What follows belongs to an exercise in optimizing a design on an open flow for a short achievable clock period and few clock cycles; a production flow would make more cautious choices. Function was checked by simulation only, so behaviour that the tests miss may differ from the original. Power is estimated from default activity; no workload was simulated.

==> inputs of v5 <==
Design pipeLineCPU, start of the top module:
module pipeLineCPU #(
    parameter logic [31:0] resetPc = 32'h0000_0000
) (
    input  logic        clk,
    input  logic        reset,
    input  logic [31:0] inst_in,
    input  logic [31:0] Data_in,
    output logic        mem_w,
    output logic [31:0] Addr_out,
    output logic [31:0] PC_out,
    output logic [31:0] Data_out
);
    logic [31:0] pcF;
    logic        validD;
    logic [31:0] instrD;
    logic [31:0] pc4D;
    logic        predD;
    logic        loopD;
    logic        useRsR, useRtR, subR;   
    logic        wrR, loadR;
    logic [4:0]  destR;
    logic [31:0] immR;              
    logic [2:0]  lpIdxD;
    logic [10:0] lpTagD;
    logic        wrE;         
    logic        loadE;
    logic        storeE;
    logic        brE;
    logic        squashE;     
    logic        mpEqE;       
    logic [31:0] altPcE;      
    logic        loopE;
    logic [2:0]  lpIdxE;
    logic [10:0] lpTagE;
    logic [4:0]  destE;
        logic [31:0] aValE, bValE, sValE;
    logic        subE;
    logic [31:0] bXE;         
    logic [31:0] bNXE;        
    logic        oAndE, oOrE, oSltE, oSllE;
    logic [3:0]  shCE;        
    logic [7:0]  shFE;        
    logic        wrM;
    logic        loadM;
    logic        storeM;
    logic [4:0]  destM;
  ...
clock: 7.0 ns
lec_check: 0
cap_margin: 20
core_margin: 2
core_utilization: 30
setup_slack_margin: 5
slew_margin: 20
synth_hierarchical: 1
run.sh (not shown) runs the stock make flow with config.mk's settings and CLKGATE_MAP_FILE= SYNTH_SCRIPT=/design/flow/synth_recipe.tcl, a recipe that flattens the netlist after the stock synthesis.
==> v10 (differences from v5) <==
--- a/flow/design.v
+++ b/flow/design.v
@@ -58,12 +58,14 @@
     logic        subE;
     logic [31:0] bXE;         
     logic [31:0] bNXE;        
     logic        oAndE, oOrE, oSltE, oSllE;
     logic [3:0]  shCE;        
     logic [7:0]  shFE;        
+    logic [3:0]  shCNE;       
+    logic [7:0]  shFNE;
     logic        wrM;
     logic        loadM;
     logic        storeM;
     logic [4:0]  destM;
     logic [31:0] resM;
     logic [31:0] sDataM;
@@ -548,16 +550,18 @@
         bNXE   <= bNXNext;
         oAndE  <= oAndD;
         oOrE   <= oOrD;
         oSltE  <= oSltD;
         oSllE  <= oSllD;
         for (int i = 0; i < 4; i++) begin
-            shCE[i] <= instrD[10:9] == i[1:0];
+            shCE[i]  <= instrD[10:9] == i[1:0];
+            shCNE[i] <= instrD[10:9] != i[1:0];
         end
         for (int i = 0; i < 8; i++) begin
-            shFE[i] <= instrD[8:6] == i[2:0];
+            shFE[i]  <= instrD[8:6] == i[2:0];
+            shFNE[i] <= instrD[8:6] != i[2:0];
         end
     end
     logic [31:0] opA, opB, sData;
     logic [31:0] sll;
     logic        sltBit, sltBitX;
     assign opA   = aValE;
@@ -577,20 +581,20 @@
     always_comb begin
         sllC = '0;
         sll  = '0;
         for (int i = 0; i < 32; i++) begin
             for (int c = 0; c < 4; c++) begin
                 if (i >= 8 * c) begin
-                    sllC[i] = sllC[i] | (shCE[c] & opB[i - 8 * c]);
+                    sllC[i] = sllC[i] | ((i < 16 ? shCE[c] : !shCNE[c]) & opB[i - 8 * c]);
                 end
             end
         end
         for (int i = 0; i < 32; i++) begin
             for (int f = 0; f < 8; f++) begin
                 if (i >= f) begin
-                    sll[i] = sll[i] | (shFE[f] & sllC[i - f]);
+                    sll[i] = sll[i] | ((i < 16 ? shFE[f] : !shFNE[f]) & sllC[i - f]);
                 end
             end
         end
     end
     assign resEarly = ({32{oAndE}} & (opA & opB)) | ({32{oOrE}} & (opA | opB)) |
                       ({32{oSllE}} & sll);
==> v24 (differences from v5) <==
--- a/flow/design.v
+++ b/flow/design.v
@@ -71,16 +71,12 @@
     logic [4:0]  destW;
     logic [31:0] dataW;
     logic [31:0] regFile [1:31];
     logic        eq;          
     logic stallD;             
     logic mispE;
-    logic        resD, takenD, mispD, sumZeroE, resE;
-    logic [31:0] altPcD;
-    logic neq;                
-    logic brMpEqE, brMpNeE;   
     logic [31:0] res;         
     logic [31:0] sum;         
     logic [31:0] resEarly;    
     logic        oASE;
     logic [31:0] pc4F;
     logic [5:0]  opF;
@@ -122,13 +118,13 @@
         tagMatch11 m0 (.en(lpValid[i] && lpExit[i]), .a(lpTag[i]), .b(pcF[15:5]), .y(lpMatch0S[i]));
     end
     tagMatch11 lpm1 (.en(lpValid[0] && lpExit[0]), .a(lpTag[0]), .b(lpTag1S), .y(lpMatch1S[0]));
     assign lpMatch1S[lpN-1:1] = '0;
     assign lpExitS = pcF[4:2] == 3'd7 ? lpMatch1S[0] : lpMatch0S[lpIdx1S];
     always_ff @(posedge clk) begin
-        if (reset || mispE || mispD) begin
+        if (reset || mispE) begin
             lpSeqR <= 1'b0;
         end else if (!stallD) begin
             lpSeqR <= !jmpF && !takeBrF;
         end
         if (!stallD) begin
             lpExitR <= lpExitS;
@@ -255,29 +251,26 @@
         wrF   = wrRawF && destF != 5'd0;
         loadF = opF == mipsPkg::opLw;
         subF   = opF == mipsPkg::opRType &&
                  (inst_in[5:0] == mipsPkg::fnSubu || inst_in[5:0] == mipsPkg::fnSlt);
     end
     logic [31:0] pcOtherF, pcSeqF;
-    logic [31:0] pcSeq0F;
-    assign pcOtherF = reset ? resetPc : (stallD ? pcF : (jmpF ? jTgtF : pc4F));
-    assign takeBrF  = !reset && !stallD && !jmpF && predF;
-    assign pcSeq0F  = takeBrF ? brTgtF : pcOtherF;
+    assign pcOtherF = stallD ? pcF : (jmpF ? jTgtF : pc4F);
+    assign takeBrF  = !stallD && !jmpF && predF;
+    assign pcSeqF   = takeBrF ? brTgtF : pcOtherF;
     logic [31:0] pcNextF;
-    for (genvar q = 0; q < 4; q++) begin : pcq
-        logic mispQ, mispDQ;
-        mispGate mg0 (.eqSel(brMpEqE && !reset), .neSel(brMpNeE && !reset), .neq(neq), .y(mispQ));
-        mispGate mg2 (.eqSel(mdZ && !reset), .neSel(mdNz && !reset), .neq(!sumZeroE), .y(mispDQ));
-        mux2x8 pcSel1 (.s(mispDQ), .a(altPcD[8*q +: 8]), .b(pcSeq0F[8*q +: 8]), .y(pcSeqF[8*q +: 8]));
-        mux2x8 pcSel0 (.s(mispQ), .a(altPcE[8*q +: 8]), .b(pcSeqF[8*q +: 8]), .y(pcNextF[8*q +: 8]));
-    end
+    mux2x32 pcSel0 (.s(mispE), .a(altPcE), .b(pcSeqF), .y(pcNextF));
     always_ff @(posedge clk) begin
-        pcF <= pcNextF;
+        if (reset) begin
+            pcF <= resetPc;
+        end else begin
+            pcF <= pcNextF;
+        end
     end
     always_ff @(posedge clk) begin
-        if (reset || mispE || mispD) begin
+        if (reset || mispE) begin
             validD <= 1'b0;
         end else if (!stallD) begin
             validD <= 1'b1;
         end
     end
     always_ff @(posedge clk) begin
@@ -461,13 +454,13 @@
             aOh[i] <= useRsNext && !rsE && !rsM && !rsW && rsNext == i[4:0];
             bOh[i] <= useRtNext && !rtE && !rtM && !rtW && rtNext == i[4:0];
             sOh[i] <= !rtE && !rtM && !rtW && rtNext == i[4:0];
         end
     end
     always_ff @(posedge clk) begin
-        if (reset || mispE || mispD) begin
+        if (reset || mispE) begin
             stallD <= 1'b0;
         end else begin
             stallD <= validNext && !stallD && validD && loadD &&
                       ((useRsNext && destD == rsNext) || (readRtNext && destD == rtNext));
         end
     end
@@ -532,13 +525,12 @@
         end
     end
     always_ff @(posedge clk) begin
         destE  <= destD;
         mpEqE  <= opD[0] ~^ predD;   
         altPcE <= predD ? pc4D : brTgtD;
-        resE   <= resD;              
         loopE  <= loopD;
         lpIdxE <= lpIdxD;
         lpTagE <= lpTagD;
         aValE  <= aNext;
         bValE  <= bNext;
         sValE  <= sNext;
@@ -593,33 +585,26 @@
         end
     end
     assign resEarly = ({32{oAndE}} & (opA & opB)) | ({32{oOrE}} & (opA | opB)) |
                       ({32{oSllE}} & sll);
     mux2x31 rSel0 (.s(oASE), .a(sum[31:1]), .b(resEarly[31:1]), .y(res[31:1]));
     ao3 rSel1 (.s1(oASE), .a(sum[0]), .s2(oSltE), .b(sltBit), .s3(!(oASE || oSltE)), .c(resEarly[0]), .y(res[0]));
+    logic neq;
     eqTree32 eq0 (.a(opA), .b(opB), .neq(neq));
     assign eq    = !neq;
     always_ff @(posedge clk) begin
         if (reset) begin
             squashE <= 1'b0;
         end else begin
             squashE <= mispE;
         end
     end
-    sumZero32 sz0 (.a(aValE), .b(bXE), .cin(subE), .z(sumZeroE));
-    assign resD   = brD && validD && !stallD && oASE &&
-                    ((rtD == 5'd0 && aSelE) || (rsD == 5'd0 && bSelE));
-    assign takenD = opD[0] ? !sumZeroE : sumZeroE;
-    logic mdZ, mdNz;
-    assign mdZ    = resD && !(opD[0] ^ predD);
-    assign mdNz   = resD && (opD[0] ^ predD);
-    mispGate mg3 (.eqSel(mdZ), .neSel(mdNz), .neq(!sumZeroE), .y(mispD));
-    assign altPcD = predD ? pc4D : brTgtD;
-    assign brMpEqE = brE && !squashE && !resE && mpEqE;
-    assign brMpNeE = brE && !squashE && !resE && !mpEqE;
-    mispGate mg1 (.eqSel(brMpEqE), .neSel(brMpNeE), .neq(neq), .y(mispE));
+    logic brMpEqE, brMpNeE;
+    assign brMpEqE = brE && !squashE && mpEqE;
+    assign brMpNeE = brE && !squashE && !mpEqE;
+    assign mispE   = (brMpEqE && !neq) || (brMpNeE && neq);
     always_ff @(posedge clk) begin
         if (reset) begin
             wrM    <= 1'b0;
             loadM  <= 1'b0;
             storeM <= 1'b0;
         end else begin
@@ -808,36 +793,6 @@
 module nand3K (input logic a, input logic b, input logic c, output logic y);
     assign y = ~(a & b & c);
 endmodule
 module nor3K (input logic a, input logic b, input logic c, output logic y);
     assign y = ~(a | b | c);
 endmodule
-module mux2x8 (
-    input  logic       s,
-    input  logic [7:0] a,
-    input  logic [7:0] b,
-    output logic [7:0] y
-);
-    assign y = s ? a : b;
-endmodule
-module mispGate (
-    input  logic eqSel,
-    input  logic neSel,
-    input  logic neq,
-    output logic y
-);
-    assign y = (eqSel & ~neq) | (neSel & neq);
-endmodule
-module sumZero32 (
-    input  logic [31:0] a,
-    input  logic [31:0] b,
-    input  logic        cin,
-    output logic        z
-);
-    logic [31:0] h, c, ne;
-    assign h = a ^ b;
-    assign c = {a[30:0] | b[30:0], cin};
-    assign ne = h ^ c;
-    logic nz;
-    eqTree32 t0 (.a(ne), .b(32'd0), .neq(nz));
-    assign z = !nz;
-endmodule
==> qor summary <==
metric	v5	v10	v24
Status	finished clean	finished clean	finished clean
Internal power consumption	21.6 mW	21.4 mW	20.8 mW
Worst Setup Slack, final	3.96 ns	3.96 ns	4.08 ns
Sequential share of cell area	0.356	0.360	0.370
Number of inverters outside the clock class in the layout	393	406	328
Initial antenna violation count	47	53	45
Cell area after layout	148000 um^2	147000 um^2	142000 um^2
Width of the chip	605 um	605 um	600 um
Met3 track demand over resource	0.0811	0.0952	0.0955
Share of cell area taken by multi-input logic gates	0.444	0.437	0.439
Critical path type	reg2reg	reg2reg	reg2out
Vias in the first global route	89500	89100	86700
Final net count	10400	10400	9801
RR Endpoint	pcF[30]	pcF[31]	bNXE[26]
Average detailed-routed wire length per instance	34.4 um	34.9 um	34.6 um
Critical path data arrival time	3.78 ns	3.80 ns	1.52 ns
M1 wire length	184000 um	182000 um	182000 um
Total chip power	30.3 mW	30.1 mW	29.2 mW
Area added between synthesis and finish	36.8%	35.7%	33.8%
Worst-case register-to-register setup slack	3.96 ns	3.96 ns	4.10 ns
Count of inserted antenna diode cells	25	27	60
CORE AREA	359000 um^2	359000 um^2	353000 um^2
Portion of total power attributed to the clock network	0.393	0.401	0.390
Required time at the worst-slack endpoint	7.73 ns	7.76 ns	5.60 ns
Total number of clock tree sinks	1920	1930	1919
Initial DRC Count	13700	13200	12200
Detailed route wirelength on metal2	219000 um	224000 um	214000 um
Testbench counts of v5, summed over its fixed seeds: cycles 80,645.
Testbench counts of v10, summed over its fixed seeds: cycles 80,645.
Testbench counts of v24, summed over its fixed seeds: cycles 81,865.

==> static timing again, ports no longer ideal <==
In the flow no input, the clock included, has a driving cell. The finished layouts below were timed again as built, in two steps. Step 1 sets driving cells, clkbuf_16 on the clock port and buf_2 on the other inputs (assumed; they add their load-dependent delay and slew). Step 2 times the ports against the registers' clock, not the clock port: input delays grow and output delays shrink by t, the midpoint of the rising clock arrivals with the driver on. Three values: ideal ports, drivers, drivers and shift; two values: the first two.
| run | shift t [ns] | setup slack, ns | clock arrival spread, ns |
|---|---|---|---|
| v5 | 1.014 | 3.957 / 3.957 / 3.009 | 0.121 / 0.121 |
| v10 | 1.010 | 3.963 / 3.943 / 2.991 | 0.072 / 0.073 |
| v24 | 1.022 | 4.081 / 3.973 / 3.164 | 0.116 / 0.117 |
After both steps setup and hold are still met in every run listed. For v10, which loses most, drivers alone change the setup slack by -0.020 ns; drivers and shift together by -0.972 ns.
